Context: an optimization exercise on an open-source flow, tuned for small area, a short achievable clock period and few clock cycles per item. The choices shown serve that exercise and are no tape-out recipe. Function was checked by simulation only, so behaviour that the tests miss may differ from the original. Power and IR drop assume default switching activity.

--- flow/design.v ---
package mpat_pkg;
  localparam int ZERO_W   = 12;
  localparam int GAIN_W   = 16;
  localparam int DEG_W    = 9;
  localparam int THR_W    = 12;
  localparam int STAGE_W  = 4;
  localparam int OUT_W    = 12;
  localparam int ANGLE_W  = 22;
  localparam int FRAC_W   = 8;
  localparam int APB_DATA_W = 32;
  localparam int APB_ADDR_W = 5;
  localparam int REG_IDX_W  = 3;
  localparam logic [REG_IDX_W-1:0] REG_ZERO_CODE      = 3'd0;
  localparam logic [REG_IDX_W-1:0] REG_GAIN_Q16       = 3'd1;
  localparam logic [REG_IDX_W-1:0] REG_STAGE_DEGREES  = 3'd2;
  localparam logic [REG_IDX_W-1:0] REG_ANGLE_OFFSET   = 3'd3;
  localparam logic [REG_IDX_W-1:0] REG_JUMP_THRESHOLD = 3'd4;
  localparam logic [REG_IDX_W-1:0] REG_MAX_STAGE      = 3'd5;
  localparam logic [ZERO_W-1:0]  RST_ZERO_CODE      = 12'd427;
  localparam logic [GAIN_W-1:0]  RST_GAIN_Q16       = 16'd2376;
  localparam logic [DEG_W-1:0]   RST_STAGE_DEGREES  = 9'd120;
  localparam logic [DEG_W-1:0]   RST_ANGLE_OFFSET   = 9'd55;
  localparam logic [THR_W-1:0]   RST_JUMP_THRESHOLD = 12'd2200;
  localparam logic [STAGE_W-1:0] RST_MAX_STAGE      = 4'd4;
  typedef struct packed {
    logic [ZERO_W-1:0]  zero_code;
    logic [GAIN_W-1:0]  gain_q16;
    logic [DEG_W-1:0]   stage_degrees;
    logic [DEG_W-1:0]   angle_offset;
    logic [THR_W-1:0]   jump_threshold;
    logic [STAGE_W-1:0] max_stage;
  } cfg_t;
endpackage
module multiturn_polar_angle_tracker #(
  parameter int SAMPLES_PER_AVERAGE = 5,
  parameter int SAMPLE_BITS         = 12
) (
  input  logic                                  clk,
  input  logic                                  rst,
  input  logic                                  psel,
  input  logic                                  penable,
  input  logic                                  pwrite,
  input  logic [mpat_pkg::APB_ADDR_W-1:0]       paddr,
  input  logic [mpat_pkg::APB_DATA_W-1:0]       pwdata,
  output logic [mpat_pkg::APB_DATA_W-1:0]       prdata,
  output logic                                  pready,
  input  logic [SAMPLE_BITS-1:0]                sample,
  input  logic                                  sample_valid,
  output logic                                  sample_stall,
  output logic signed [mpat_pkg::ANGLE_W-1:0]   angle_q8,
  output logic [mpat_pkg::STAGE_W-1:0]          stage,
  output logic [mpat_pkg::OUT_W-1:0]            average,
  output logic [mpat_pkg::OUT_W-1:0]            max_seen,
  output logic [mpat_pkg::OUT_W-1:0]            min_seen,
  output logic                                  result_valid,
  input  logic                                  result_stall
);
  logic [11:0] r_zero;
  logic [15:0] r_gain;
  logic [8:0]  r_deg;
  logic [8:0]  r_off;
  logic [11:0] r_thr;
  logic [3:0]  r_max;
  logic [2:0]  idx;
  logic        wr;
  assign idx    = paddr[4:2];
  assign wr     = psel && penable && pwrite;
  assign pready = 1'b1;
  always_ff @(posedge clk) begin
    if (rst) begin
      r_zero <= mpat_pkg::RST_ZERO_CODE;
      r_gain <= mpat_pkg::RST_GAIN_Q16;
      r_deg  <= mpat_pkg::RST_STAGE_DEGREES;
      r_off  <= mpat_pkg::RST_ANGLE_OFFSET;
      r_thr  <= mpat_pkg::RST_JUMP_THRESHOLD;
      r_max  <= mpat_pkg::RST_MAX_STAGE;
    end else if (wr) begin
      case (idx)
        3'd0:    r_zero <= pwdata[11:0];
        3'd1:    r_gain <= pwdata[15:0];
        3'd2:    r_deg  <= pwdata[8:0];
        3'd3:    r_off  <= pwdata[8:0];
        3'd4:    r_thr  <= pwdata[11:0];
        3'd5:    r_max  <= pwdata[3:0];
        default: ;
      endcase
    end
  end
  always_comb begin
    case (idx)
      3'd0:    prdata = {20'd0, r_zero};
      3'd1:    prdata = {16'd0, r_gain};
      3'd2:    prdata = {23'd0, r_deg};
      3'd3:    prdata = {23'd0, r_off};
      3'd4:    prdata = {20'd0, r_thr};
      3'd5:    prdata = {28'd0, r_max};
      default: prdata = '0;
    endcase
  end
  logic [13:0] acc;
  logic [2:0]  cnt;
  logic        take;
  logic        last;
  logic [14:0] acc_sum;
  assign take    = sample_valid && !sample_stall;
  assign last    = (cnt == 3'd4);
  assign acc_sum = {1'b0, acc} + {3'b0, sample};
  always_ff @(posedge clk) begin
    if (rst) begin
      acc <= '0;
      cnt <= '0;
    end else if (take) begin
      if (last) begin
        acc <= '0;
        cnt <= '0;
      end else begin
        acc <= acc_sum[13:0];
        cnt <= cnt + 3'd1;
      end
    end
  end
  logic [14:0] sq;
  logic        s_full;
  logic        s_half;
  logic        s_mean;
  logic        d_done;
  logic        t_done;
  logic [11:0] mean;
  function automatic logic [3:0] d5step(input logic [2:0] r, input logic b);
    logic       q;
    logic [2:0] n;
    q    = r[2] | (r[1] & (r[0] | b));
    n[0] = r[2] ? ~b : (r[1] ? (r[0] & ~b) : b);
    n[1] = r[2] ? ~b : (r[1] ? (r[0] & b) : r[0]);
    n[2] = r[2] ? b : (r[1] & ~r[0] & ~b);
    d5step = {q, n};
  endfunction
  logic [14:0] div_a;
  logic [14:0] div_b;
  always_comb begin
    logic [2:0] r;
    logic [3:0] o;
    logic [4:0] qa;
    logic [6:0] qb;
    r  = {1'b0, sq[14:13]};
    qa = '0;
    for (int i = 12; i >= 7; i--) begin
      o = d5step(r, sq[i]);
      if (i <= 11) qa[i - 7] = o[3];
      r = o[2:0];
    end
    div_a = {r, qa, sq[6:0]};
    r  = sq[14:12];
    qb = '0;
    for (int i = 6; i >= 0; i--) begin
      o = d5step(r, sq[i]);
      qb[i] = o[3];
      r = o[2:0];
    end
    div_b = {3'b0, sq[11:7], qb};
  end
  assign mean = sq[11:0];
  logic [11:0] avg_q;
  logic [3:0]  stg_q;
  logic [11:0] max_q;
  logic [11:0] min_q;
  logic        rv_q;
  logic        out_busy;
  logic        acc_res;
  logic        do_trk;
  logic        do_load;
  assign acc_res  = rv_q && !result_stall;
  logic [13:0] up_s;
  logic [13:0] up_c;
  logic [13:0] dn_s;
  logic [13:0] dn_c;
  logic [13:0] up_y;
  logic [13:0] dn_y;
  logic        up;
  logic        down;
  logic [12:0] gt_y;
  logic [12:0] lt_y;
  logic        new_max;
  logic        new_min;
  logic [3:0]  stg_next;
  always_comb begin
    logic [13:0] p;
    logic [13:0] m;
    logic [13:0] np;
    logic [13:0] nm;
    logic [13:0] nt;
    p  = {2'b0, avg_q};
    m  = {2'b0, mean};
    np = ~p;
    nm = ~m;
    nt = ~{2'b0, r_thr};
    for (int i = 0; i < 14; i++) begin
      up_s[i] = p[i] ^ nm[i] ^ nt[i];
      dn_s[i] = m[i] ^ np[i] ^ nt[i];
    end
    up_c[0] = 1'b1;
    dn_c[0] = 1'b1;
    for (int i = 1; i < 14; i++) begin
      up_c[i] = (p[i-1] & nm[i-1]) | (p[i-1] & nt[i-1]) | (nm[i-1] & nt[i-1]);
      dn_c[i] = (m[i-1] & np[i-1]) | (m[i-1] & nt[i-1]) | (np[i-1] & nt[i-1]);
    end
  end
  assign up_y    = up_s + up_c;
  assign dn_y    = dn_s + dn_c;
  assign up      = !up_y[13];
  assign down    = !dn_y[13];
  assign gt_y    = {1'b0, mean} + {1'b0, ~max_q};
  assign lt_y    = {1'b0, min_q} + {1'b0, ~mean};
  assign new_max = gt_y[12];
  assign new_min = lt_y[12];
  always_comb begin
    logic [3:0] inc_v;
    logic [3:0] dec_v;
    logic [3:0] keep_v;
    inc_v  = ({1'b0, stg_q} + 5'd1 > {1'b0, r_max}) ? 4'd0 : stg_q + 4'd1;
    dec_v  = (stg_q == 4'd0 || stg_q - 4'd1 > r_max) ? 4'd0 : stg_q - 4'd1;
    keep_v = (stg_q > r_max) ? 4'd0 : stg_q;
    if (up) begin
      stg_next = inc_v;
    end else if (down) begin
      stg_next = dec_v;
    end else begin
      stg_next = keep_v;
    end
  end
  logic signed [16:0] a_q;
  logic [13:0]        d_q;
  logic [7:0]         l_q;
  logic [1:0]         m_cnt;
  logic               m_busy;
  logic               m_idle;
  logic [12:0]        dval;
  logic [6:0]         dneg;
  logic [16:0]        a_init;
  assign dval = {1'b0, mean} - {1'b0, r_zero};
  always_comb begin
    logic [15:0] dx;
    dx = {dval[12], dval[12], dval, 1'b0};
    for (int j = 0; j < 7; j++) begin
      dneg[j] = dx[2*j+2] & ~(dx[2*j+1] & dx[2*j]);
    end
    a_init     = '0;
    a_init[0]  = dneg[0];
    a_init[2]  = dneg[1];
    a_init[4]  = dneg[2];
    a_init[6]  = dneg[3];
    a_init[7]  = 1'b1;
    a_init[8]  = dneg[4];
    a_init[10] = dneg[5];
    a_init[12] = dneg[6];
  end
  assign m_idle  = !m_busy && (!rv_q || acc_res);
  assign do_load = s_full && s_mean && !d_done && m_idle;
  logic [3:0] fl_stg;
  logic       fl_max;
  logic       fl_min;
  logic       fl_ok;
  always_ff @(posedge clk) begin
    fl_stg <= stg_next;
    fl_max <= new_max;
    fl_min <= new_min;
  end
  assign do_trk  = s_full && s_mean && fl_ok && !t_done && !out_busy;
  logic trk_d;
  logic m_go;
  assign m_go = (m_cnt != 2'd3) || (out_busy && !trk_d);
  logic [20:0] row0;
  logic [20:0] row1;
  logic [20:0] cs_s;
  logic [20:0] cs_c;
  logic [20:0] tsum;
  logic [13:0] d_next;
  logic [5:0]  enc_q;
  logic        last_q;
  always_comb begin
    if (do_load) begin
      d_next = {dval, 1'b0};
    end else if (m_busy && m_go) begin
      d_next = {{4{d_q[13]}}, d_q[13:4]};
    end else begin
      d_next = d_q;
    end
  end
  function automatic logic [2:0] booth_enc(input logic [2:0] b);
    booth_enc = {b[1] ^ b[0],
                 (b[2] & ~b[1] & ~b[0]) | (~b[2] & b[1] & b[0]),
                 b[2] & ~(b[1] & b[0])};
  endfunction
  always_ff @(posedge clk) begin
    enc_q  <= {booth_enc(d_next[4:2]), booth_enc(d_next[2:0])};
    last_q <= do_load ? 1'b0 : ((m_busy && m_go) ? (m_cnt == 2'd2) : (m_cnt == 2'd3));
  end
  always_comb begin
    logic [17:0] g1;
    logic [17:0] g2;
    logic [20:0] xs;
    logic [20:0] a;
    g1 = {2'b0, r_gain};
    g2 = {1'b0, r_gain, 1'b0};
    for (int i = 0; i < 18; i++) begin
      row0[i]     = ((enc_q[2] & g1[i]) | (enc_q[1] & g2[i])) ^ enc_q[0];
      row1[i + 2] = ((enc_q[5] & g1[i]) | (enc_q[4] & g2[i])) ^ enc_q[3];
    end
    row0[20:18] = {3{enc_q[0]}};
    row1[1:0]   = 2'b00;
    row1[20]    = enc_q[3];
    xs   = {{3{x_q[13]}}, x_q, 4'b0};
    row1 = row1 | (last_q ? xs : 21'd0);
    a = 21'(a_q);
    for (int i = 0; i < 21; i++) begin
      cs_s[i] = a[i] ^ row0[i] ^ row1[i];
    end
    cs_c[0] = 1'b0;
    for (int i = 1; i < 21; i++) begin
      cs_c[i] = (a[i-1] & row0[i-1]) | (a[i-1] & row1[i-1]) | (row0[i-1] & row1[i-1]);
    end
  end
  assign tsum = cs_s + cs_c;
  logic [13:0] x_q;
  logic [13:0] x_next;
  always_comb begin
    logic [13:0] r [5];
    logic [13:0] s1;
    logic [13:0] c1;
    logic [13:0] s2;
    logic [13:0] c2;
    logic [13:0] s3;
    logic [13:0] c3;
    for (int j = 0; j < 4; j++) begin
      r[j] = stg_q[j] ? (14'(r_deg) << j) : 14'd0;
    end
    r[4] = ~{5'b0, r_off};
    for (int i = 0; i < 14; i++) begin
      s1[i] = r[4][i] ^ r[0][i] ^ r[1][i];
    end
    c1[0] = 1'b1;
    for (int i = 1; i < 14; i++) begin
      c1[i] = (r[4][i-1] & r[0][i-1]) | (r[4][i-1] & r[1][i-1]) | (r[0][i-1] & r[1][i-1]);
    end
    for (int i = 0; i < 14; i++) begin
      s2[i] = s1[i] ^ c1[i] ^ r[2][i];
    end
    c2[0] = 1'b0;
    for (int i = 1; i < 14; i++) begin
      c2[i] = (s1[i-1] & c1[i-1]) | (s1[i-1] & r[2][i-1]) | (c1[i-1] & r[2][i-1]);
    end
    for (int i = 0; i < 14; i++) begin
      s3[i] = s2[i] ^ c2[i] ^ r[3][i];
    end
    c3[0] = 1'b0;
    for (int i = 1; i < 14; i++) begin
      c3[i] = (s2[i-1] & c2[i-1]) | (s2[i-1] & r[3][i-1]) | (c2[i-1] & r[3][i-1]);
    end
    x_next = s3 + c3;
  end
  always_ff @(posedge clk) begin
    x_q <= x_next;
  end
  logic [2:0] cnt_next;
  logic       s_full_next;
  always_comb begin
    cnt_next = cnt;
    if (take) cnt_next = last ? 3'd0 : cnt + 3'd1;
    s_full_next = s_full;
    if (s_full && (d_done || do_load) && (t_done || do_trk)) s_full_next = 1'b0;
    if (take && last) s_full_next = 1'b1;
  end
  always_ff @(posedge clk) begin
    if (rst) begin
      s_full       <= 1'b0;
      s_half       <= 1'b0;
      s_mean       <= 1'b0;
      d_done       <= 1'b0;
      t_done       <= 1'b0;
      sample_stall <= 1'b0;
      m_busy       <= 1'b0;
      m_cnt        <= '0;
      trk_d        <= 1'b0;
      fl_ok        <= 1'b0;
      rv_q         <= 1'b0;
      out_busy     <= 1'b0;
      avg_q        <= '0;
      stg_q        <= '0;
      max_q        <= '0;
      min_q        <= '1;
    end else begin
      s_full       <= s_full_next;
      sample_stall <= (cnt_next == 3'd4) && s_full_next;
      if (take && last) begin
        s_half <= 1'b0;
        s_mean <= 1'b0;
        d_done <= 1'b0;
        t_done <= 1'b0;
      end else begin
        if (s_full) s_half <= 1'b1;
        if (s_full && s_half) s_mean <= 1'b1;
        if (do_load) d_done <= 1'b1;
        if (do_trk) t_done <= 1'b1;
      end
      if (do_load) begin
        m_busy <= 1'b1;
        m_cnt  <= '0;
      end else if (m_busy && m_go) begin
        m_cnt <= m_cnt + 2'd1;
        if (m_cnt == 2'd3) begin
          m_busy <= 1'b0;
        end
      end
      trk_d <= do_trk;
      fl_ok <= s_full && s_mean && !do_trk;
      if (m_busy && m_go && m_cnt == 2'd3) rv_q <= 1'b1;
      else if (acc_res) rv_q <= 1'b0;
      if (do_trk) out_busy <= 1'b1;
      else if (acc_res) out_busy <= 1'b0;
      if (do_trk) begin
        avg_q <= mean;
        stg_q <= fl_stg;
        if (fl_max) max_q <= mean;
        if (fl_min) min_q <= mean;
      end
    end
  end
  always_ff @(posedge clk) begin
    if (take && last) begin
      sq <= acc_sum;
    end else if (s_full && !s_half) begin
      sq <= div_a;
    end else if (s_full && !s_mean) begin
      sq <= div_b;
    end
    d_q <= d_next;
    if (do_load) begin
      a_q <= a_init;
    end else if (m_busy && m_go) begin
      a_q <= tsum[20:4];
      l_q <= {tsum[3:0], l_q[7:4]};
    end
  end
  assign angle_q8     = (!a_q[14] && a_q[13]) ? 22'h1fffff : {a_q[13:0], l_q};
  assign stage        = stg_q;
  assign average      = avg_q;
  assign max_seen     = max_q;
  assign min_seen     = min_q;
  assign result_valid = rv_q;
endmodule
--- flow/flow/run.sh ---
#!/bin/bash
# Layout flow: the standard ORFS flow (standard.sh's make call) with these
# changes: synthesis maps with an area-oriented ABC script (flow/area.abc)
# instead of ORFS's speed script; ports are buffered with buf_N cells given
# below; and the cells listed in EXTRA_DONT_USE are kept out of the netlist
# (added to the platform's don't-use list). Register mapping, flattening,
# renaming, floorplan, power grid, placement, CTS and routing are unchanged.
set -euo pipefail
here=$(pwd)
EXTRA_DONT_USE="sky130_fd_sc_hd__a222oi_1"
PORT_BUFFER="sky130_fd_sc_hd__buf_1"
# synthesis body: ORFS synth.tcl with the abc script argument replaced
sed 's#^source \$::env(SCRIPTS_DIR)/synth_preamble.tcl#source $::env(SCRIPTS_DIR)/synth_preamble.tcl\nset abc_args [lreplace $abc_args 1 1 $::env(MY_ABC_SCRIPT)]#' \
  "$FLOW_HOME/scripts/synth.tcl" > "$here/my_synth_body.tcl"
grep -q 'MY_ABC_SCRIPT' "$here/my_synth_body.tcl"
# The standard flow's synthesis wrapper, sourcing that body instead of ORFS's synth.tcl
sed "s#source \$::env(SCRIPTS_DIR)/synth.tcl#source $here/my_synth_body.tcl#" \
  "$here/synth_recipe.tcl" > "$here/my_synth.tcl"
grep -q 'my_synth_body.tcl' "$here/my_synth.tcl"
# the platform's don't-use list plus the extra cells
du=$(DONT_USE_CELLS="$EXTRA_DONT_USE" make -s -C "$FLOW_HOME" DESIGN_CONFIG="$here/config.mk" \
  WORK_HOME="$here/orfs" print-DONT_USE_CELLS 2> "$here/dont_use.log" | sed -n 's/^DONT_USE_CELLS: //p')
echo "$du" >> "$here/dont_use.log"
for c in $EXTRA_DONT_USE; do grep -q "$c" <<< "$du"; done
grep -q 'probe_p_8' <<< "$du"
# standard.sh with the synthesis script swapped and the don't-use list given
sed "s#SYNTH_SCRIPT=[^ ]*#SYNTH_SCRIPT=$here/my_synth.tcl DONT_USE_CELLS=\"$du\"#" \
  "$here/standard.sh" > "$here/my_standard.sh"
grep -q 'my_synth.tcl' "$here/my_standard.sh"
export BUFFER_PORTS_ARGS="-buffer_cell $PORT_BUFFER"
export MY_ABC_SCRIPT="$here/flow/area.abc"
bash "$here/my_standard.sh" > "$here/flow.log" 2>&1
--- flow/flow/area.abc ---
&get -n
&st
&dch
&nf
&put
--- flow/standard.sh ---
#!/bin/bash
# synth_recipe.tcl (not shown) runs the flow's synth.tcl, then flattens the netlist and writes it again
# the make line also repeats each setting of config.mk as NAME=value (left out here)
make -C /OpenROAD-flow-scripts/flow DESIGN_CONFIG=/design/flow/config.mk WORK_HOME=/design/flow/orfs CLKGATE_MAP_FILE= SYNTH_SCRIPT=/design/flow/synth_recipe.tcl "${@:-finish}"
--- flow/config.mk ---
export PLATFORM = sky130hd
export DESIGN_NAME = multiturn_polar_angle_tracker
export DESIGN_NICKNAME = multiturn_polar_angle_tracker
export VERILOG_FILES = /design/flow/design.v
export SDC_FILE = /design/flow/constraint.sdc
export NUM_CORES = 4
export LEC_CHECK = 0
export CAP_MARGIN = 20
export CORE_MARGIN = 2
export CORE_UTILIZATION = 40
export CTS_CLUSTER_DIAMETER = 120
export CTS_CLUSTER_SIZE = 24
export SETUP_SLACK_MARGIN = 3.15
export SLEW_MARGIN = 20
--- flow/constraint.sdc ---
create_clock -name core_clock -period 7.0 [get_ports {clk}]
set_input_delay 1.4000 -clock core_clock [delete_from_list [all_inputs] [get_ports {clk}]]
set_output_delay 1.4000 -clock core_clock [all_outputs]
set_load 0.01 [all_outputs]
==> out/qor.yml, run 1 <==
hold_violations: 0
cts_buffers: 13
grt_pass1_wl_um: 61500
via_per_inst: 5.45
slew-limit-headroom_pct: 30.8
first_pass_iters: 5
drc: 0
clk_latency_ns: 0.49
synthMuxAreaShare_pct: 0.222
async_flop_share_pct: 0
port_buffers: 117
switching_share_pct: 36.1
ios: 153
num-fill-cells: 3455
pwr-share-seq_pct: 41.1
peakVddDrop_mv: 0.174
clk_pin_slew_worst_paths_ns: 0.09
min_path_type: "reg2reg"
syn2layout_area_growth_pct: 13.6
grt_max_degree: 77
n_antenna_cell: 0
syn-cell-area_mm2: 0.0141
dr_total_vias: 12000
rr_endpoint: "x_q[12]$_DFF_P_"
synthSimpleGateAreaFrac_pct: 16.5
worst-r2r-cell-count: 17
power.density_mw_per_mm2: 211
critical_path_class: "in2out"
synth_compound_area_share_pct: 20.4
synth_xor_area_share_pct: 4.73
cts_tree: "yes"
clockBufferDepth: 3
tightest_slew_ns: 1.03
hold_buffers: 0
hpwlAfterDp_um: 28900
die_area_mm2: 0.0367
fp.dieH_um: 191
r2r_slack_ns: 3.30
finalSetupTns_ns: 0
leakagePower_nw: 6.23
finalCriticalPeriod_ns: 3.85
multi_input_area_mm2: 0.00908
wl_per_cell_um: 17.7
grt_overflow: 0
gp_congestion: 0.890
crit_arrival_ns: 2.45
maxCapViolCount: 0
start_kind: "input port"
synth-main-ff-cell: "dfxtp_1"
crit_path_max_fanout: 6
grt_pass1_vias: 11400
clock-sinks: 213
initial_core_util_pct: 40.7
regArea_mm2: 0.00470
antenna_found_initial: 1
drtIter0Drc: 775
cts_max_level: 1
cp.required_ns: 5.60
p_total_mw: 3.37
layout.nets: 2000
ant_nets: 0
grtUsageTotal_pct: 21.2
drive_gt1_share_pct: 6.55
min-delay-start: "l_q[5]$_DFFE_PP_"
min_to: "l_q[1]$_DFFE_PP_"
status: "complete, no violations"
synth-adder-area-share_pct: 21.0
die_x_um: 191
synth_top_family_by_area: "adder cells"
slew_violations: 0
r2r_start: "r_deg[2]$_SDFFE_PP0P_"
p_sw_mw: 1.22
synth_area_per_cell_um2: 8.85
holdPathStages: 0
period_share_pct: 55.0
synth_cell_types: 59
ys_ff_latch: 213
fin_ws_ns: 3.15
crit_path_end_kind: "primary output"
pre_cts_ws_ns: 2.37
combPwrFrac_pct: 34.9
cts_root_buf: "clkbuf_16"
rows: 68
setup_violations: 0
seq_area_frac_synth_pct: 33.1
startpoint: "paddr[2]"
holdWs_ns: 0.447
power_frac_clock_pct: 24.0
rsz0062_at_grt: "true"
totalWireLength_um: 39100
fin_skew_ns: 0.0222
p_int_mw: 2.15
synth_edf_count: 39
yosys_warnings: 2
utilization_pct: 46.2
core_mm2: 0.0345
max_freq_mhz: 260
synthCells: 1589
==> synthesized netlist by cell type, types with 8 or more instances <==
cell type | instances | area share (%)
a211oi_1 | 46 | 2.5
a22oi_1 | 77 | 4.1
and2_0 | 21 | 0.93
a22o_1 | 9 | 0.56
ha_1 | 124 | 11
a21o_1 | 27 | 1.4
o211ai_1 | 8 | 0.43
nand2_1 | 204 | 5.4
xnor2_1 | 47 | 2.9
nor2b_1 | 16 | 0.71
dfxtp_1 | 174 | 25
nand3_1 | 35 | 1.2
nor3_1 | 36 | 1.3
a21oi_1 | 131 | 4.7
fa_1 | 70 | 10
nand2b_1 | 31 | 1.4
buf_4 | 17 | 0.91
xor2_1 | 29 | 1.8
nor2_1 | 149 | 4.0
o21ai_0 | 83 | 3.0
clkinv_1 | 115 | 3.1
edfxtp_1 | 39 | 8.3
==> state kept, by name, summed over array words and instances, names as in the netlist, 14 cells and up <==
| name | flops |
|---|---|
| a_q | 17 |
| acc | 14 |
| d_q | 14 |
| r_gain | 16 |
| sq | 15 |
| x_q | 14 |
==> area by class of cell <==
cell class / instances / share of cell area (%)
Clock inverter: 4 / 0.235
Tap cell: 455 / 3.56
Sequential cell: 213 / 29.5
Clock buffer: 16 / 2.11
Multi-Input combinational cell: 1259 / 56.9
Timing Repair Buffer: 148 / 5.05
Inverter: 115 / 2.73
==> metrics by stage <==
step / std cells / area, um2
2_1_floorplan: 1604 / 14100
3_3_place_gp: 2167 / 15100
3_5_place_dp: 2167 / 15100
4_1_cts: 2205 / 15700
5_1_grt: 2210 / 16000
6_report: 2210 / 16000
==> what timing repair did <==
action / 4_1_cts / 5_1_grt
pin swaps: 1 / 21
cloned: 0 / 1
gates resized for setup: 35 / 63
setup endpoints to repair: 28 / 42
hold endpoints to repair: 0 / 0
setup buffers: 18 / 4
==> cell families after synthesis <==
family	after synthesis
compound gates	447
xor+xnor	76
fa+ha+maj	194
buf+inv	132
flops	213
mux	3
other cells	2
simple gates	522
==> worst max path at each step <==
stage,end,cells after the start
detailed placement,prdata[0],5
finish,prdata[6],7
floorplan,prdata[0],3
CTS,prdata[9],6
global placement,prdata[6],5
global route,prdata[6],7
==> critical path, cell delays in order <==
cell and delay (ns):
buf_12 0.11, nor3b_4 0.31, buf_12 0.17, buf_12 0.11, a22oi_2 0.06, nand3_1 0.13
buf_2 0.15
==> power groups by stage <==
stage | Combinational (mW) | Sequential [mW] | Clock [mW]
6_report | 1.18 | 1.38 | 0.809
5_1_grt | 1.33 | 1.40 | 0.870
3_3_place_gp | 1.10 | 1.41 | 0
4_1_cts | 1.14 | 1.38 | 0.827
2_1_floorplan | 0.862 | 1.38 | 0
3_5_place_dp | 1.12 | 1.41 | 0
==> cells in the final DEF (no fill, tap or decap), drive strengths merged, types with 7 or more instances in the layout <==
cell,count
nor2,149
a211oi,46
nand2,204
and2,21
o31ai,7
clkbuf,20
nor2b,16
a21o,27
buf,144
o21ai,83
fa,70
a22o,9
a22oi,77
xnor2,47
ha,124
xor2,29
conb,17
o22ai,7
o21a,7
clkinv,114
edfxtp,39
a21oi,131
nand3,35
dfxtp,174
nor3,36
nand2b,31
o211ai,8
==> metal layers <==
layer	GRT usage (%)	up-vias	wire length, um
met5	0	-	0
met4	4.35	0	790
met3	2.86	42	2290
met2	34.9	325	18000
met1	29.7	5727	18000
li1	-	5942	-
Testbench counts, summed over its fixed seeds: cycles 16,064, items 3,200.
==> run 2: changes to the inputs <==
==> flow/flow/area.abc (replaced) <==
&get -n
&st
&dch
&nf
&st
&dch
&nf
&put
--- a/flow/config.mk
+++ b/flow/config.mk
@@ -10,5 +10,5 @@
 export CORE_UTILIZATION = 40
 export CTS_CLUSTER_DIAMETER = 120
 export CTS_CLUSTER_SIZE = 24
-export SETUP_SLACK_MARGIN = 3.15
+export SETUP_SLACK_MARGIN = 3.0
 export SLEW_MARGIN = 20
==> run 2 against run 1 <==
Power is 1.9% lower. Final area fell by 0.57%. Via count fell by 1.8%. Synthesized cell count shrank 1.4%. Final cell count shrank 0.14%. Area after synthesis is 1.2% lower. Critical path type is now reg2reg. Highest routed layer unchanged. Sequential share of layout area grew 0.19 points. Combinational power about the same. Still clean on timing, DRC and antenna. Sequential cell count did not move. First-iteration DRC count is 4.6% lower.
==> out/qor.yml, run 2 <==
status: "complete, no violations"
ys_ff_latch: 213  # unchanged
ios: 153  # unchanged
dr_total_vias: 11800  # -1.8%
synthCells: 1567  # -1.4%
drc: 0  # unchanged
grt_pass1_wl_um: 59800  # -2.8%
yosys-top-cells-area: "dfxtp_1 (25%), ha_1 (11%), fa_1 (10%)"
power_frac_clock_pct: 23.4  # -0.6 points
tightest_slew_ns: 0.977  # -0.0525 ns
syn2layout_area_growth_pct: 14.3
first_pass_iters: 5  # unchanged
synth-main-ff-cell: "dfxtp_1"
startpoint: "enc_q[4]$_DFF_P_"
rsz0062_at_grt: "true"
utilization_pct: 46.2  # about the same
crit_path_end_kind: "flop"
max_freq_mhz: 235  # -9.6%
cp_common_cell: "a21o_1"
min-delay-start: "l_q[7]$_DFFE_PP_"
slew-limit-headroom_pct: 34.1  # +3.4 points
leakagePower_nw: 6.30  # +1.0%
totalWireLength_um: 38000  # -2.7%
pwr-share-seq_pct: 41.2  # about the same
slew_violations: 0  # unchanged
fin_skew_ns: 0.0321  # +0.00989 ns
clockBufferDepth: 3  # unchanged
final_cells: 2207  # -0.14%
wl_per_cell_um: 17.2  # -2.6%
yosysMostFrequentCell: "nand2_1"
async_flop_share_pct: 0  # unchanged
cts_tree: "yes"
place_area_mm2: 0.0149  # -1.1%
synth_top_area_share_pct: 25.1  # +0.30 points
endpoint: "a_q[12]$_DFFE_PP_"
p_sw_mw: 1.12  # -7.8%
cp.required_ns: 7.22  # +1.62 ns
rows: 68  # unchanged
regArea_mm2: 0.00471  # about the same
num-fill-cells: 3389  # -1.9%
grtUsageTotal_pct: 20.8  # -0.45 points
gp_congestion: 0.871  # -2.1%
critical_path_class: "reg2reg"
finalCriticalPeriod_ns: 4.26  # +0.411 ns
r2r_start: "enc_q[4]$_DFF_P_"
worst-r2r-cell-count: 17  # unchanged
crit_path_max_fanout: 16  # +10
pre_cts_ws_ns: 2.29  # -0.0802 ns
clock-sinks: 213  # unchanged
via_per_inst: 5.36  # -1.6%
switching_share_pct: 34.0  # -2.1 points
cts_buffers: 12  # -1
place_inst: 2145  # -1.0%
final_common_cell: "nand2_1"
final_area_mm2: 0.0159  # -0.57%
yosys_warnings: 2  # unchanged
regMostFlops: "a_q"
multi_input_area_mm2: 0.00887  # -2.3%
grt_max_degree: 72  # -6.5%
synth_top_area_cell: "dfxtp_1"
hpwlAfterDp_um: 28500  # -1.4%
die_area_mm2: 0.0362  # -1.2%
setup_violations: 0  # unchanged
critical-path-max-stage-delay_ns: 0.48  # +0.17 ns
p_total_mw: 3.30  # -1.9%
finalSetupTns_ns: 0  # unchanged
core_mm2: 0.0344  # -0.49%
combPwrFrac_pct: 35.5  # +0.6 points
ant_nets: 0  # unchanged
clk_latency_ns: 0.49  # about the same
synth_cell_types: 57  # -3.4%
reg_top3: "a_q: 17 flops, r_gain: 16 flops, sq: 15 flops"
antenna_found_initial: 2  # +1
crit_arrival_ns: 4.48  # +2.03 ns
hold_violations: 0  # unchanged
power.density_mw_per_mm2: 208  # -1.4%
peakVddDrop_mv: 0.142  # -18%
drive_gt1_share_pct: 6.91  # +0.36 points
maxCapViolCount: 0  # unchanged
holdWs_ns: 0.453  # +0.00655 ns
start_kind: "flop"
syn-cell-area_mm2: 0.0139  # -1.2%
clk_pin_slew_worst_paths_ns: 0.11  # +0.02 ns
cts_root_buf: "clkbuf_16"
rr_endpoint: "a_q[12]$_DFFE_PP_"
largest_reg_flops: 17  # unchanged
netlist_top_cells_count: "nand2_1 (186), dfxtp_1 (174), clkinv_1 (139), nor2_1 (133), a21oi_1 (126)"
synth_area_per_cell_um2: 8.86  # +0.18%
synth_edf_count: 39  # unchanged
fp.dieH_um: 190  # -0.60%
mostFrequentLayoutCells: "nand2_1 (186), dfxtp_1 (158), clkinv_1 (137)"
cts_max_level: 1  # unchanged
min_path_type: "reg2reg"
layout.nets: 1996  # -0.20%
initial_core_util_pct: 40.4  # -0.29 points
seq_area_frac_synth_pct: 33.5  # +0.41 points
grt_overflow: 0  # unchanged
crit_chain: "a22oi_1, xnor2_1, fa_1, ha_1, a21o_1, a21o_1, a21o_1, a21o_1, a21o_1, a21o_1, a21o_1, a31o_1, a31o_1, a31o_1, buf_6, o21ai_4, o41ai_2"
p_int_mw: 2.18  # +1.4%
fin_ws_ns: 2.74  # -0.411 ns
port_buffers: 117  # unchanged
die_x_um: 190  # -0.60%
period_share_pct: 60.9  # +5.9 points
grt_pass1_vias: 11100  # -2.5%
r2r_slack_ns: 2.74  # -0.56 ns
drtIter0Drc: 739  # -4.6%
cp_slowest_cell: "fa_1"
[run 2: cell count changes after synthesis, sizes merged, moves of 8 or more]
cell    before  now
clkinv     115  139
o21ai       83  103
nand2      204  186
nor2       149  133
xor2        29   13
a211oi      46   31
a221oi       1   13
nand3       35   23
o21bai       3   15
a21o        27   35
[run 2: how the worst min path moves through the flow]
stage / to / slack, ns / cells after the start
floorplan: l_q[0]$_DFFE_PP_ / 0.42 / 0
global placement: l_q[0]$_DFFE_PP_ / 0.43 / 0
detailed placement: l_q[3]$_DFFE_PP_ / 0.43 / 0
CTS: l_q[3]$_DFFE_PP_ / 0.45 / 0
global route: l_q[1]$_DFFE_PP_ / 0.47 / 0
finish: l_q[3]$_DFFE_PP_ / 0.45 / 0
[run 2: kinds of logic after synthesis]
| group | Yosys count | share of synthesized area [%] |
|---|---|---|
| simple gates | 482 | 15.6 |
| compound gates | 457 | 21.0 |
| flops | 213 | 33.5 |
| fa+ha+maj | 194 | 21.3 |
| buf+inv | 156 | 4.67 |
| xor+xnor | 61 | 3.85 |
| other cells | 2 | 0.0541 |
| mux | 2 | 0.153 |
[run 2: power by group through the flow]
stage               Sequential [mW]  Clock, mW  Combinational, mW
finish                         1.36      0.772               1.17
global route                   1.37      0.837               1.30
CTS                            1.37      0.798               1.06
detailed placement             1.40          0              0.910
global placement               1.40          0              0.895
floorplan                      1.38          0              0.702
[run 2: worst max-delay path, delay by kind of cell (launching register included)]
family | cells | cell delay (ns)
compound gates | 13 | 2.29
xor+xnor | 1 | 0.30
fa+ha+maj | 2 | 0.80
buf+inv | 1 | 0.15
flops | 1 | 0.46
[run 2: final cells by class]
type | instances | area share (%)
Antenna cell | 2 | 0.0315
Clock buffer | 18 | 2.23
Inverter | 139 | 3.29
Multi-Input combinational cell | 1213 | 55.9
Sequential cell | 213 | 29.6
Tap cell | 455 | 3.59
Timing Repair Buffer | 167 | 5.36
[run 2: metal layers]
metal  global-route usage (%)  up-vias  share of wire, %
met4                     6.80        0               2.9
met2                     34.6      330                47
met5                        0        -                 0
met3                     2.59       59               5.5
li1                         -     5873                 -
met1                     27.9     5562                45
[run 2: repair_timing]
item,in CTS,in global routing
setup buffers,21,21
gates resized for setup,45,24
setup endpoints to repair,24,21
hold buffers,0,0
pin swaps,38,24
==> run 3: changes to the inputs <==
==> flow/flow/area.abc (replaced) <==
&get -n
&st
&dch
&nf
&put
--- a/flow/config.mk
+++ b/flow/config.mk
@@ -12,3 +12,4 @@
 export CTS_CLUSTER_SIZE = 24
 export SETUP_SLACK_MARGIN = 3.0
 export SLEW_MARGIN = 20
+export TNS_END_PERCENT = 10
==> run 3 against run 2 <==
First-iteration DRC count grew 10%. Routed wire length grew 0.85%. Final cell count is essentially flat. Area after synthesis grew 1.2%. Synthesized cell count grew 1.4%. Sequential cell count is the same. Via count grew 1.1%. Combinational power shrank 4%. Sequential share of layout area grew 0.14 points. Critical path depth shrank 11. Clock skew shrank 0.014 ns. Worst hold slack lost 0.0051 ns. Critical endpoint is now prdata[9].
==> out/qor.yml, run 3 <==
tightest_slew_ns: 0.921  # -0.0560 ns
clock-sinks: 213  # unchanged
status: "complete, no violations"
min_path_type: "reg2reg"
n_antenna_cell: 0  # -2
worst-r2r-cell-count: 11  # -6
syn-cell-area_mm2: 0.0141  # +1.2%
crit_buf_inv: 3  # +2
clk_latency_ns: 0.48  # about the same
core_mm2: 0.0345  # +0.49%
synth_xor_area_share_pct: 4.73  # +0.89 points
drc: 0  # unchanged
dr_total_vias: 12000  # +1.1%
yosysMostFrequentCell: "nand2_1"
syn2layout_area_growth_pct: 11.8
drtIter0Drc: 816  # +10%
synth_top_family_by_area: "adder cells"
mostFrequentLayoutCells: "nand2_1 (204), dfxtp_1 (160), nor2_1 (148)"
initial_core_util_pct: 40.7  # +0.29 points
seq_area_frac_synth_pct: 33.1  # -0.41 points
ios: 153  # unchanged
largest_reg_flops: 17  # unchanged
max_freq_mhz: 250  # +6.5%
fin_skew_ns: 0.0178  # -0.0143 ns
synth-adder-area-share_pct: 21.0  # -0.26 points
cts_buffers: 13  # +1
rows: 68  # unchanged
final_area_mm2: 0.0157  # -0.96%
crit_chain: "buf_1, nor3b_1, buf_4, a22oi_1, nand2_1, buf_1"
grt_pass1_wl_um: 60600  # +1.4%
synthSimpleGateAreaFrac_pct: 16.5  # +0.99 points
hold_buffers: 0  # unchanged
async_flop_share_pct: 0  # unchanged
regMostFlops: "a_q"
synth_edf_count: 39  # unchanged
maxCapViolCount: 0  # unchanged
wl_per_cell_um: 17.4  # +0.80%
cp.required_ns: 5.60  # -1.62 ns
synth-main-ff-cell: "dfxtp_1"
synth_compound_area_share_pct: 20.4  # -0.58 points
num-fill-cells: 3447  # +1.7%
hold_violations: 0  # unchanged
hpwlAfterDp_um: 28800  # +1.0%
via_per_inst: 5.41  # +1.1%
pre_cts_ws_ns: 2.42  # +0.135 ns
totalWireLength_um: 38300  # +0.85%
grtUsageTotal_pct: 20.8  # +0.050 points
synth_cell_types: 59  # +3.5%
power.density_mw_per_mm2: 213  # +2.3%
crit_path_max_fanout: 14  # -2
antenna_found_initial: 1  # -1
die_area_mm2: 0.0367  # +1.2%
p_total_mw: 3.35  # +1.3%
start_kind: "input port"
final_common_cell: "nand2_1"
cts_tree: "yes"
finalSetupTns_ns: 0  # unchanged
fin_ws_ns: 3.00  # +0.259 ns
grt_max_degree: 68  # -5.6%
slew-limit-headroom_pct: 38.5  # +4.4 points
gp_congestion: 0.877  # +0.64%
peakVddDrop_mv: 0.164  # +15%
yosys-top-cells-area: "dfxtp_1 (25%), ha_1 (11%), fa_1 (10%)"
ys_ff_latch: 213  # unchanged
reg_top3: "a_q: 17 flops, r_gain: 16 flops, sq: 15 flops"
clk_pin_slew_worst_paths_ns: 0.09  # -0.02 ns
rsz0062_at_grt: "true"
cts_max_level: 1  # unchanged
critical-path-max-stage-delay_ns: 0.34  # -0.14 ns
cp_common_cell: "buf_1"
ant_nets: 0  # unchanged
fp.dieH_um: 191  # +0.60%
grt_overflow: 0  # unchanged
die_x_um: 191  # +0.60%
port_buffers: 117  # unchanged
drive_gt1_share_pct: 3.99  # -2.9 points
crit_arrival_ns: 2.60  # -1.88 ns
layout.nets: 1997  # +0.050%
synthCells: 1589  # +1.4%
leakagePower_nw: 6.15  # -2.4%
clockBufferDepth: 3  # unchanged
place_area_mm2: 0.0151  # +1.1%
grt_pass1_vias: 11300  # +1.8%
startpoint: "paddr[3]"
netlist_top_cells_count: "nand2_1 (204), dfxtp_1 (174), nor2_1 (149), a21oi_1 (131), ha_1 (124)"
setup_violations: 0  # unchanged
cts_root_buf: "clkbuf_16"
min-delay-start: "l_q[6]$_DFFE_PP_"
crit_path_end_kind: "primary output"
finalCriticalPeriod_ns: 4.00  # -0.259 ns
holdPathStages: 0  # unchanged
utilization_pct: 45.5  # -0.67 points
synthMuxAreaShare_pct: 0.222  # +0.069 points
synth_area_per_cell_um2: 8.85  # -0.18%
cp_slowest_cell: "a22oi_1"
cp.depth: 6  # -11
period_share_pct: 57.2  # -3.7 points
synth_top_area_share_pct: 24.8  # -0.30 points
slew_violations: 0  # unchanged
r2r_start: "sq[4]$_DFFE_PP_"
yosys_warnings: 2  # unchanged
first_pass_iters: 5  # unchanged
critical_path_class: "in2out"
synth_top_area_cell: "dfxtp_1"
path_delay_family: "buffers and inverters"
## run 3: cell count changes after synthesis, moves of 6 or more
cell | previous run | this run
a221oi_1 | 13 | 1
a21o_1 | 35 | 27
a31o_1 | 6 | 0
nand3_1 | 23 | 35
nor2_1 | 133 | 149
nand2_1 | 186 | 204
xor2_1 | 13 | 29
clkinv_1 | 139 | 115
a211oi_1 | 31 | 46
o21bai_1 | 15 | 3
o21ai_0 | 103 | 83
## run 3: final cells by class
type                    instances  area (um2)  area share [%]
repair buffers                145         679            4.32
flip-flops and latches        213        4680            29.8
clock buffers                  17         340            2.16
inverters                     115         432            2.75
well taps                     455         569            3.62
multi-input cells            1259        8960            57.0
clock inverters                 4        62.6           0.398
## run 3: layer usage
layer  vias to the layer above  wire length, um  track usage, %
li1                       5926                -               -
met1                      5678            17800            28.5
met2                       299            17500            34.2
met3                        51             2030            3.14
met4                         0              937            5.36
met5                         -                0               0
## run 3: through the flow
step,hold slack [ns],instances
final,0.448,2208
after CTS,0.450,2194
after floorplan,0.417,1604
after detailed placement,0.427,2170
after global placement,0.426,2170
after global routing,0.477,2208
## run 3: worst paths after layout
check / slack, ns / end
setup reg to reg: 3.21 / fl_stg[3]$_DFF_P_
hold reg to reg: 0.45 / l_q[2]$_DFFE_PP_
hold / removal: 0.45 / l_q[2]$_DFFE_PP_
setup / recovery: 3.00 / prdata[9]
## run 3: where the power goes
| group | total (mW) | switching, mW | internal [mW] |
|---|---|---|---|
| clock | 0.837 | 0.444 | 0.392 |
| combinational | 1.12 | 0.646 | 0.478 |
| sequential | 1.39 | 0.0869 | 1.30 |
## run 3: kinds of logic (layout without fill, tap and decap cells)
group / after synthesis / in the layout
AND/OR/NAND/NOR: 522 / 522
AO/OA/AOI/OAI: 447 / 447
flip-flops: 213 / 213
adder cells (fa/ha/maj): 194 / 194
buffers and inverters: 132 / 281
XOR/XNOR: 76 / 76
multiplexers: 3 / 3
other: 2 / 17
## run 3: worst reg2reg max path: cells and delay by family (launching register included)
kind | cells | cell delay [ns]
flops | 1 | 0.70
fa+ha+maj | 2 | 0.85
simple gates | 1 | 0.12
buf+inv | 1 | 0.41
compound gates | 7 | 1.63
## run 3: repair_timing
item,in CTS,in global routing
gates resized for setup,12,19
setup buffers,3,14
endpoints found under the setup margin,25,25
==> run 4: changes to the inputs <==
--- a/flow/config.mk
+++ b/flow/config.mk
@@ -12,4 +12,4 @@
 export CTS_CLUSTER_SIZE = 24
 export SETUP_SLACK_MARGIN = 3.0
 export SLEW_MARGIN = 20
-export TNS_END_PERCENT = 10
+export TNS_END_PERCENT = 30
==> run 4 against run 3 <==
Via count is 0.23% higher. Setup slack worse by 0.035 ns. First-iteration DRC count is 0.12% higher. Critical path depth stayed put. Sequential power hardly changed. Largest cell class unchanged. Largest power group unchanged.
==> out/qor.yml, run 4 <==
largest_reg_flops: 17  # unchanged
fp.dieH_um: 191  # unchanged
rows: 68  # unchanged
synth_cell_types: 59  # unchanged
worst-r2r-cell-count: 11  # unchanged
cp_slowest_cell: "a22oi_1"
yosys-top-cells-area: "dfxtp_1 (25%), ha_1 (11%), fa_1 (10%)"
initial_core_util_pct: 40.7  # unchanged
pwr-share-seq_pct: 41.4  # about the same
grt_max_degree: 68  # unchanged
synth-main-ff-cell: "dfxtp_1"
totalWireLength_um: 38300  # about the same
r2r_slack_ns: 3.19  # -0.02 ns
crit_path_end_kind: "primary output"
clk_latency_ns: 0.48  # about the same
routed.top_layer: "met4"
setup_violations: 0  # unchanged
combPwrFrac_pct: 33.6  # about the same
place_area_mm2: 0.0151  # unchanged
syn-cell-area_mm2: 0.0141  # unchanged
antenna_found_initial: 1  # unchanged
crit_arrival_ns: 2.64  # +0.04 ns
min_path_type: "reg2reg"
cts_root_buf: "clkbuf_16"
slew-limit-headroom_pct: 38.9  # +0.40 points
min-delay-start: "l_q[6]$_DFFE_PP_"
grtUsageTotal_pct: 20.8  # unchanged
maxCapViolCount: 0  # unchanged
die_area_mm2: 0.0367  # unchanged
synth_top_area_share_pct: 24.8  # unchanged
hold_buffers: 0  # unchanged
tightest_slew_ns: 0.915  # -0.00605 ns
drtIter0Drc: 817  # +0.12%
cp_common_cell: "buf_1"
layout.nets: 1997  # unchanged
fin_skew_ns: 0.0164  # -0.00142 ns
die_x_um: 191  # unchanged
clk_pin_slew_worst_paths_ns: 0.09  # about the same
port_buffers: 117  # unchanged
hpwlAfterDp_um: 28800  # unchanged
start_kind: "input port"
crit_path_max_fanout: 14  # unchanged
reg_top3: "a_q: 17 flops, r_gain: 16 flops, sq: 15 flops"
leakagePower_nw: 6.15  # about the same
period_share_pct: 57.7  # +0.50 points
grt_pass1_vias: 11300  # unchanged
final_common_cell: "nand2_1"
critical-path-max-stage-delay_ns: 0.37  # +0.03 ns
finalCriticalPeriod_ns: 4.04  # +0.0348 ns
slew_violations: 0  # unchanged
syn2layout_area_growth_pct: 11.9  # about the same
dr_wl_met3_um: 2060  # +1.3%
ios: 153  # unchanged
holdWs_ns: 0.448  # +0.0000190 ns
synth_area_per_cell_um2: 8.85  # unchanged
gp_congestion: 0.877  # unchanged
ys_ff_latch: 213  # unchanged
ant_nets: 0  # unchanged
rr_endpoint: "sq[0]$_DFFE_PP_"
m1WireLength_um: 17800  # about the same
min_to: "l_q[2]$_DFFE_PP_"
first_pass_iters: 5  # unchanged
drive_gt1_share_pct: 4.22  # +0.23 points
n_antenna_cell: 0  # unchanged
synth_top_area_cell: "dfxtp_1"
yosys_warnings: 2  # unchanged
core_mm2: 0.0345  # unchanged
dr_total_vias: 12000  # +0.23%
wl_per_cell_um: 17.4  # about the same
cts_buffers: 13  # unchanged
route.met2.wl_um: 17500  # -0.22%
rsz0062_at_grt: "true"
p_sw_mw: 1.18  # +0.17%
peakVddDrop_mv: 0.164  # about the same
seq_area_frac_synth_pct: 33.1  # unchanged
netlist_top_cells_count: "nand2_1 (204), dfxtp_1 (174), nor2_1 (149), a21oi_1 (131), ha_1 (124)"
via_per_inst: 5.43  # +0.23%
p_int_mw: 2.17  # +0.11%
holdPathStages: 0  # unchanged
finalSetupTns_ns: 0  # unchanged
drc: 0  # unchanged
clock-sinks: 213  # unchanged
cts_max_level: 1  # unchanged
power_frac_clock_pct: 25.0  # about the same
critical_path_class: "in2out"
async_flop_share_pct: 0  # unchanged
cts_tree: "yes"
switching_share_pct: 35.2  # about the same
regMostFlops: "a_q"
clockBufferDepth: 3  # unchanged
mostFrequentLayoutCells: "nand2_1 (204), dfxtp_1 (157), nor2_1 (148)"
yosysMostFrequentCell: "nand2_1"
synth_edf_count: 39  # unchanged
grt_overflow: 0  # unchanged
hold_violations: 0  # unchanged
synthCells: 1589  # unchanged
grt_pass1_wl_um: 60600  # unchanged
power.density_mw_per_mm2: 213  # about the same
status: "complete, no violations"
crit_chain: "buf_1, nor3b_1, buf_4, a22oi_1, nand2_1, buf_1"
r2r_start: "sq[6]$_DFFE_PP_"
cp.required_ns: 5.60  # about the same
final_area_mm2: 0.0157  # about the same
max_freq_mhz: 248  # -0.86%
[run 4: final cells by class]
cell class	count	area, um2
fill	3445	18800
tap	455	569
clock buffer	17	340
clock inverter	4	62.6
inverter	115	432
multi-input combinational	1259	8960
sequential	213	4700
timing repair buffer	145	679
[run 4: worst max path at each step]
stage	from	endpoint	slack, ns	depth (start not counted)
global placement	paddr[2]	prdata[2]	2.37	5
CTS	stg_q[1]$_SDFFE_PP0P_	x_q[13]$_DFF_P_	2.92	15
finish	paddr[3]	prdata[9]	2.96	6
detailed placement	paddr[3]	prdata[0]	2.42	5
global route	sq[6]$_DFFE_PP_	sq[0]$_DFFE_PP_	2.93	11
floorplan	paddr[3]	prdata[4]	2.84	3
[run 4: logic make-up after synthesis]
| kind of cell | count (synthesis) | synth area share, % |
|---|---|---|
| xor gates and xnor gates | 76 | 4.73 |
| DFF | 213 | 33.1 |
| adders and majority gates | 194 | 21.0 |
| AOI/OAI and AO/OA | 447 | 20.4 |
| and+or+nand+nor | 522 | 16.5 |
| buffers and inverters | 132 | 3.98 |
| muxes | 3 | 0.222 |
| other | 2 | 0.0534 |
[run 4: power by group through the flow]
stage | logic (mW) | clock network (mW) | registers, mW
after global placement | 1.10 | 0 | 1.41
after detailed placement | 1.11 | 0 | 1.41
after floorplan | 0.861 | 0 | 1.38
after CTS | 1.12 | 0.864 | 1.39
after global routing | 1.28 | 0.909 | 1.40
final | 1.13 | 0.838 | 1.39
[run 4: per-layer routing]
metal	GRT usage (%)	vias to the layer above
li1	-	5922
met1	28.5	5700
met2	34.2	303
met3	3.14	56
met4	5.36	0
met5	0	-
[run 4: timing repair]
action                     in CTS  in global routing
gates resized for setup        12                 28
gates cloned                    0                  0
setup endpoints to repair      25                 25
hold endpoints to repair        0                  0
buffers inserted                3                 14
[run 4: worst max-delay path: cells and delay by family]
family,cells,cell delay [ns]
buffers and inverters,3,0.60
AO/OA/AOI/OAI,1,0.37
AND/OR/NAND/NOR,2,0.27
[run 4: stage by stage]
step	total power, mW	setup WS, ns	util, %	instances
6_report	3.35	2.96	45.6	2208
2_1_floorplan	2.24	2.84	-	1604
3_3_place_gp	2.51	2.37	43.7	2170
5_1_grt	3.59	2.93	45.6	2208
4_1_cts	3.37	2.92	45.1	2194
3_5_place_dp	2.52	2.42	43.7	2170
==> run 5: changes to the inputs <==
--- a/flow/config.mk
+++ b/flow/config.mk
@@ -12,4 +12,3 @@
 export CTS_CLUSTER_SIZE = 24
 export SETUP_SLACK_MARGIN = 3.0
 export SLEW_MARGIN = 20
-export TNS_END_PERCENT = 30
==> run 5 against run 4 <==
Still clean on timing, DRC and antenna. Core utilization about the same. Critical path depth increased by 1. Via count increased by 0.40%. Clock power decreased by 4.3%. Critical path type unchanged.
==> out/qor.yml, run 5 <==
gr-usage-met3_pct: 3.10  # -0.037 points
pwr-share-seq_pct: 41.8  # +0.4 points
regMostFlops: "a_q"
max_freq_mhz: 256  # +3.1%
peakVddDrop_mv: 0.167  # +1.5%
rows: 68  # unchanged
hpwlAfterDp_um: 28900  # +0.26%
ys_ff_latch: 213  # unchanged
synth_cell_types: 59  # unchanged
fin_skew_ns: 0.0254  # +0.00901 ns
dr_total_vias: 12000  # +0.40%
port_buffers: 117  # unchanged
grt_pass1_wl_um: 60200  # -0.67%
clock-sinks: 213  # unchanged
crit_path_end_kind: "primary output"
min_to: "l_q[3]$_DFFE_PP_"
clk_latency_ns: 0.49  # about the same
grtUsageTotal_pct: 20.7  # -0.094 points
die_area_mm2: 0.0367  # unchanged
fp.dieH_um: 191  # unchanged
combPwrFrac_pct: 34.1  # +0.5 points
die_x_um: 191  # unchanged
worst-r2r-cell-count: 15  # +4
slew_violations: 0  # unchanged
ios: 153  # unchanged
reg_top3: "a_q: 17 flops, r_gain: 16 flops, sq: 15 flops"
largest_reg_flops: 17  # unchanged
slew-limit-headroom_pct: 36.7  # -2.2 points
final_cells: 2211  # +0.14%
maxCapViolCount: 0  # unchanged
period_share_pct: 55.9  # -1.8 points
syn-cell-area_mm2: 0.0141  # unchanged
cp.required_ns: 5.60  # about the same
cts_max_level: 1  # unchanged
utilization_pct: 45.6  # about the same
place_area_mm2: 0.0151  # unchanged
synth_top_area_share_pct: 24.8  # unchanged
min-delay-start: "l_q[7]$_DFFE_PP_"
yosys-top-cells-area: "dfxtp_1 (25%), ha_1 (11%), fa_1 (10%)"
holdPathStages: 0  # unchanged
final_common_cell: "nand2_1"
r2r_slack_ns: 3.22  # +0.03 ns
rsz0062_at_grt: "true"
power_frac_clock_pct: 24.1  # -0.9 points
synth-main-ff-cell: "dfxtp_1"
num-fill-cells: 3446  # +0.029%
p_total_mw: 3.32  # -0.89%
cts_tree: "yes"
clk_pin_slew_worst_paths_ns: 0.08  # about the same
setup_violations: 0  # unchanged
initial_core_util_pct: 40.7  # unchanged
antenna_found_initial: 0  # -1
rr_endpoint: "x_q[13]$_DFF_P_"
final_area_mm2: 0.0157  # about the same
grt_pass1_vias: 11200  # -0.87%
finalCriticalPeriod_ns: 3.91  # -0.123 ns
switching_share_pct: 35.8  # +0.59 points
async_flop_share_pct: 0  # unchanged
grt_use_met2_pct: 33.8  # -0.40 points
start_kind: "input port"
seq_area_frac_synth_pct: 33.1  # unchanged
critical_path_class: "in2out"
layout.nets: 2001  # +0.20%
syn2layout_area_growth_pct: 11.9  # about the same
crit_arrival_ns: 2.51  # -0.13 ns
crit_path_max_fanout: 12  # -2
place_inst: 2170  # unchanged
n_antenna_cell: 0  # unchanged
ant_nets: 0  # unchanged
via_per_inst: 5.44  # +0.26%
yosysMostFrequentCell: "nand2_1"
p_int_mw: 2.13  # -1.8%
synthCells: 1589  # unchanged
clockBufferDepth: 3  # unchanged
finalSetupTns_ns: 0  # unchanged
synth_area_per_cell_um2: 8.85  # unchanged
gp_congestion: 0.905  # +3.2%
synth_edf_count: 39  # unchanged
mostFrequentLayoutCells: "nand2_1 (204), dfxtp_1 (157), nor2_1 (148)"
cts_root_buf: "clkbuf_16"
yosys_warnings: 2  # unchanged
use_met1_pct: 28.7  # +0.17 points
status: "complete, no violations"
drive_gt1_share_pct: 4.73  # +0.51 points
grt_max_degree: 81  # +19%
cts_buffers: 13  # unchanged
netlist_top_cells_count: "nand2_1 (204), dfxtp_1 (174), nor2_1 (149), a21oi_1 (131), ha_1 (124)"
wl_per_cell_um: 17.3  # -0.35%
totalWireLength_um: 38300  # -0.21%
synth_top_area_cell: "dfxtp_1"
first_pass_iters: 5  # unchanged
grt_overflow: 0  # unchanged
min_path_type: "reg2reg"
drtIter0Drc: 776  # -5.0%
r2r_start: "r_deg[4]$_SDFFE_PP1P_"
p_sw_mw: 1.19  # +0.77%
drc: 0  # unchanged
leakagePower_nw: 6.14  # about the same
core_mm2: 0.0345  # unchanged
tightest_slew_ns: 0.945  # +0.0301 ns
power.density_mw_per_mm2: 211  # -0.86%
grt_busiest_layer: "met2"
hold_violations: 0  # unchanged
run 5: cell counts after synthesis:
Identical to the previous run, type by type.
run 5: how the worst max path moves through the flow:
stage	start	end	slack (ns)	cells past startpoint
3_5_place_dp	stg_q[0]$_SDFFE_PP0P_	x_q[13]$_DFF_P_	2.62	15
2_1_floorplan	paddr[3]	prdata[1]	3.01	3
5_1_grt	enc_q[4]$_DFF_P_	a_q[12]$_DFFE_PP_	2.93	16
3_3_place_gp	paddr[2]	prdata[6]	2.36	5
6_report	paddr[2]	prdata[9]	3.09	7
4_1_cts	r_deg[4]$_SDFFE_PP1P_	x_q[13]$_DFF_P_	2.96	15
run 5: what timing repair did:
action | 4_1_cts | 5_1_grt
resized for setup | 11 | 31
setup buffers | 4 | 17
hold buffers | 0 | 0
setup endpoints to repair | 28 | 38
run 5: cells by family (layout without fill, tap and decap cells):
| family | count (synthesis) | in the layout | synth area share (%) |
|---|---|---|---|
| AND/OR/NAND/NOR | 522 | 522 | 16.5 |
| XOR/XNOR | 76 | 76 | 4.73 |
| AO/OA/AOI/OAI | 447 | 447 | 20.4 |
| flip-flops | 213 | 213 | 33.1 |
| multiplexers | 3 | 3 | 0.222 |
| other | 2 | 17 | 0.0534 |
| adder cells (fa/ha/maj) | 194 | 194 | 21.0 |
| buffers and inverters | 132 | 284 | 3.98 |
run 5: stage by stage:
stage	hold slack (ns)	setup slack (ns)
after floorplan	0.417	3.01
after global placement	0.425	2.36
after detailed placement	0.440	2.62
after CTS	0.460	2.96
after global routing	0.472	2.93
final	0.453	3.09
run 5: cell type report:
| type | count | area, um2 | share of cell area (%) |
|---|---|---|---|
| clock buffers | 16 | 337 | 2.14 |
| clock inverters | 4 | 33.8 | 0.215 |
| inverters | 115 | 435 | 2.77 |
| multi-input cells | 1259 | 8970 | 57.0 |
| flip-flops and latches | 213 | 4700 | 29.8 |
| well taps | 455 | 569 | 3.62 |
| repair buffers | 149 | 698 | 4.44 |
run 5: critical path, stage by stage:
cell and delay [ns]:
buf_1 0.19, nor3b_4 0.26, buf_12 0.16, buf_4 0.16, nand2_1 0.06, nand2_1 0.11
buf_1 0.16
run 5: routing by layer:
layer	wire, um	share of wire (%)
met1	17500	46
met2	17800	47
met3	2020	5.3
met4	861	2.3
met5	0	0
run 5: power groups by stage:
stage / clock, mW / sequential [mW] / combinational [mW]
floorplan: 0 / 1.38 / 0.861
global placement: 0 / 1.41 / 1.10
detailed placement: 0 / 1.41 / 1.11
CTS: 0.827 / 1.39 / 1.12
global route: 0.865 / 1.40 / 1.28
finish: 0.802 / 1.39 / 1.13
==> run 6: changes to the inputs <==
--- a/flow/config.mk
+++ b/flow/config.mk
@@ -10,5 +10,6 @@
 export CORE_UTILIZATION = 40
 export CTS_CLUSTER_DIAMETER = 120
 export CTS_CLUSTER_SIZE = 24
+export PLACE_DENSITY = 0.8
 export SETUP_SLACK_MARGIN = 3.0
 export SLEW_MARGIN = 20
==> run 6 against run 5 <==
Still clean. Clock skew is 0.00067 ns lower. Die area stayed put. Area after synthesis stayed put. Critical path depth is 1 lower. Via count is 2.0% higher. Critical endpoint is now prdata[4]. Largest cell class unchanged. Highest routed layer unchanged.
==> out/qor.yml, run 6 <==
synth-main-ff-cell: "dfxtp_1"
yosys-top-cells-area: "dfxtp_1 (25%), ha_1 (11%), fa_1 (10%)"
crit_path_end_kind: "primary output"
n_antenna_cell: 0  # unchanged
p_int_mw: 2.12  # -0.51%
synth_top_family_by_area: "adder cells"
drive_gt1_share_pct: 3.95  # -0.78 points
switching_share_pct: 35.2  # -0.54 points
combPwrFrac_pct: 34.7  # +0.6 points
via_per_inst: 5.57  # +2.4%
die_x_um: 191  # unchanged
dr_total_vias: 12300  # +2.0%
netlist_top_cells_count: "nand2_1 (204), dfxtp_1 (174), nor2_1 (149), a21oi_1 (131), ha_1 (124)"
regArea_mm2: 0.00469  # -0.19%
max_freq_mhz: 254  # -0.59%
start_kind: "input port"
slew_violations: 0  # unchanged
yosys_warnings: 2  # unchanged
core_mm2: 0.0345  # unchanged
layout.nets: 1993  # -0.40%
wl_per_cell_um: 17.4  # +0.60%
crit_path_max_fanout: 11  # -1
gp_congestion: 0.920  # +1.6%
hold_violations: 0  # unchanged
period_share_pct: 56.2  # +0.33 points
cts_tree: "yes"
cp.required_ns: 5.60  # about the same
syn-cell-area_mm2: 0.0141  # unchanged
reg_top3: "a_q: 17 flops, r_gain: 16 flops, sq: 15 flops"
clockBufferDepth: 3  # unchanged
cts_max_level: 1  # unchanged
setup_violations: 0  # unchanged
initial_core_util_pct: 40.7  # unchanged
hpwlAfterDp_um: 29300  # +1.4%
die_area_mm2: 0.0367  # unchanged
p_total_mw: 3.28  # -1.4%
clk_pin_slew_worst_paths_ns: 0.10  # +0.02 ns
synth_top_area_cell: "dfxtp_1"
synth-adder-area-share_pct: 21.0  # unchanged
regMostFlops: "a_q"
synthCells: 1589  # unchanged
seq_area_frac_synth_pct: 33.1  # unchanged
synth_compound_area_share_pct: 20.4  # unchanged
pwr-share-seq_pct: 42.0  # +0.2 points
grt_overflow: 0  # unchanged
multi_input_area_mm2: 0.00898  # +0.14%
yosysMostFrequentCell: "nand2_1"
maxCapViolCount: 0  # unchanged
power_frac_clock_pct: 23.3  # -0.8 points
ys_ff_latch: 213  # unchanged
antenna_found_initial: 0  # unchanged
fin_skew_ns: 0.0247  # -0.000672 ns
synth_xor_area_share_pct: 4.73  # unchanged
drc: 0  # unchanged
synthMuxAreaShare_pct: 0.222  # unchanged
synth_edf_count: 39  # unchanged
fp.dieH_um: 191  # unchanged
synth_cell_types: 59  # unchanged
syn2layout_area_growth_pct: 11.5
drtIter0Drc: 939  # +21%
p_sw_mw: 1.15  # -2.9%
slew-limit-headroom_pct: 28.2  # -8.5 points
totalWireLength_um: 38300  # +0.24%
grtUsageTotal_pct: 20.5  # -0.18 points
mostFrequentLayoutCells: "nand2_1 (204), dfxtp_1 (160), nor2_1 (148)"
first_pass_iters: 8  # +3
synth_top_area_share_pct: 24.8  # unchanged
synthSimpleGateAreaFrac_pct: 16.5  # unchanged
grt_pass1_vias: 11700  # +3.9%
critical_path_class: "in2out"
leakagePower_nw: 6.11  # -0.53%
cts_root_buf: "clkbuf_16"
synth_area_per_cell_um2: 8.85  # unchanged
clock-sinks: 213  # unchanged
grt_pass1_wl_um: 60000  # -0.36%
status: "complete, no violations"
finalCriticalPeriod_ns: 3.94  # +0.0231 ns
final_common_cell: "nand2_1"
ant_nets: 0  # unchanged
finalSetupTns_ns: 0  # unchanged
min_path_type: "reg2reg"
clk_latency_ns: 0.49  # about the same
peakVddDrop_mv: 0.218  # +31%
rows: 68  # unchanged
hold_buffers: 0  # unchanged
grt_max_degree: 81  # unchanged
port_buffers: 117  # unchanged
ios: 153  # unchanged
num-fill-cells: 3298  # -4.3%
rsz0062_at_grt: "false"
power.density_mw_per_mm2: 209  # -0.96%
tightest_slew_ns: 1.07  # +0.122 ns
cts_buffers: 12  # -1
largest_reg_flops: 17  # unchanged
crit_arrival_ns: 2.54  # +0.03 ns
async_flop_share_pct: 0  # unchanged
run 6: cell counts after synthesis:
No cell type changed its count.
run 6: cells by family after synthesis:
| kind of cell | count (synthesis) |
|---|---|
| adder cells (fa/ha/maj) | 194 |
| other | 2 |
| AND/OR/NAND/NOR | 522 |
| buffers and inverters | 132 |
| XOR/XNOR | 76 |
| flip-flops | 213 |
| multiplexers | 3 |
| AO/OA/AOI/OAI | 447 |
run 6: power by group through the flow:
stage          clock, mW  sequential, mW  combinational (mW)
4_1_cts            0.774            1.38                1.12
3_5_place_dp           0            1.40                1.11
2_1_floorplan          0            1.38               0.861
6_report           0.763            1.38                1.14
5_1_grt            0.823            1.39                1.27
3_3_place_gp           0            1.40                1.08
run 6: repair_timing:
item                       4_1_cts  5_1_grt
gates resized for setup         13       30
setup endpoints to repair       27       33
pin swaps                        0        1
buffers inserted                 8        6
run 6: critical path: stages:
cell and delay, ns:
clkbuf_2 0.14, nor3b_1 0.16, buf_4 0.19, a22oi_1 0.32, nand3_2 0.17, buf_1 0.16
run 6: stage by stage:
stage                     hold WS (ns)  util, %  worst slack, ns  instance area (um2)  cells
after detailed placement         0.431     43.7             2.37                15100   2170
after global placement           0.423     43.7             2.44                15100   2169
after floorplan                  0.417        -             3.01                14100   1604
after CTS                        0.454     45.0             3.01                15600   2197
final                            0.452     45.4             3.06                15700   2203
after global routing             0.480     45.4             3.02                15700   2203
run 6: metal layers:
| layer | vias to the layer above | wire length [um] | global-route usage [%] |
|---|---|---|---|
| li1 | 5905 | - | - |
| met1 | 5827 | 16000 | 26.8 |
| met2 | 463 | 18100 | 34.3 |
| met3 | 78 | 2840 | 3.32 |
| met4 | 0 | 1370 | 7.13 |
| met5 | - | 0 | 0 |
run 6: final cells by class:
class                   count  share of cell area (%)
multi-input cells        1259                    57.3
well taps                 455                    3.63
repair buffers            142                    4.17
flip-flops and latches    213                    29.9
inverters                 115                    2.78
clock inverters             1                  0.0319
clock buffers              18                    2.20
run 6: final timing paths:
kind | start | endpoint | slack (ns) | cells after the start
max | paddr[3] | prdata[4] | 3.06 | 6
min | l_q[4]$_DFFE_PP_ | l_q[0]$_DFFE_PP_ | 0.45 | 0
max reg2reg | r_deg[2]$_SDFFE_PP0P_ | x_q[12]$_DFF_P_ | 3.24 | 17
min reg2reg | l_q[4]$_DFFE_PP_ | l_q[0]$_DFFE_PP_ | 0.45 | 0

==> static timing again, ports no longer ideal <==
The results above use ideal ports. As a check the final layouts listed here were re-extracted and re-timed, cells and wires unchanged.
Step 1 assumes that a clkbuf_16 drives the clock port and a buf_2 every other input.
Step 2 moves the port delays by t, midway between the first and last clock arrival at a register: inputs arrive t later, outputs are due t later. That takes back most of the time a late clock gives input paths.
Three values: ideal ports, drivers, drivers and shift; two values: the first two.
| run | t, ns | slack for setup (ns) | cell pins on the clock port's net |
|---|---|---|---|
| run 1 | 0.538 | 3.150 / 3.073 / 3.073 | 1 |
| run 2 | 0.522 | 2.739 / 2.739 / 2.739 | 1 |
| run 3 | 0.528 | 2.999 / 2.975 / 2.975 | 1 |
| run 4 | 0.529 | 2.964 / 2.940 / 2.940 | 1 |
| run 5 | 0.527 | 3.087 / 3.064 / 3.064 | 1 |
| run 6 | 0.526 | 3.064 / 3.040 / 3.040 | 1 |
After both steps every run listed still meets setup and hold. The setup slack of run 1, which loses most, moves by -0.077 ns with the drivers and by -0.077 ns with both steps.
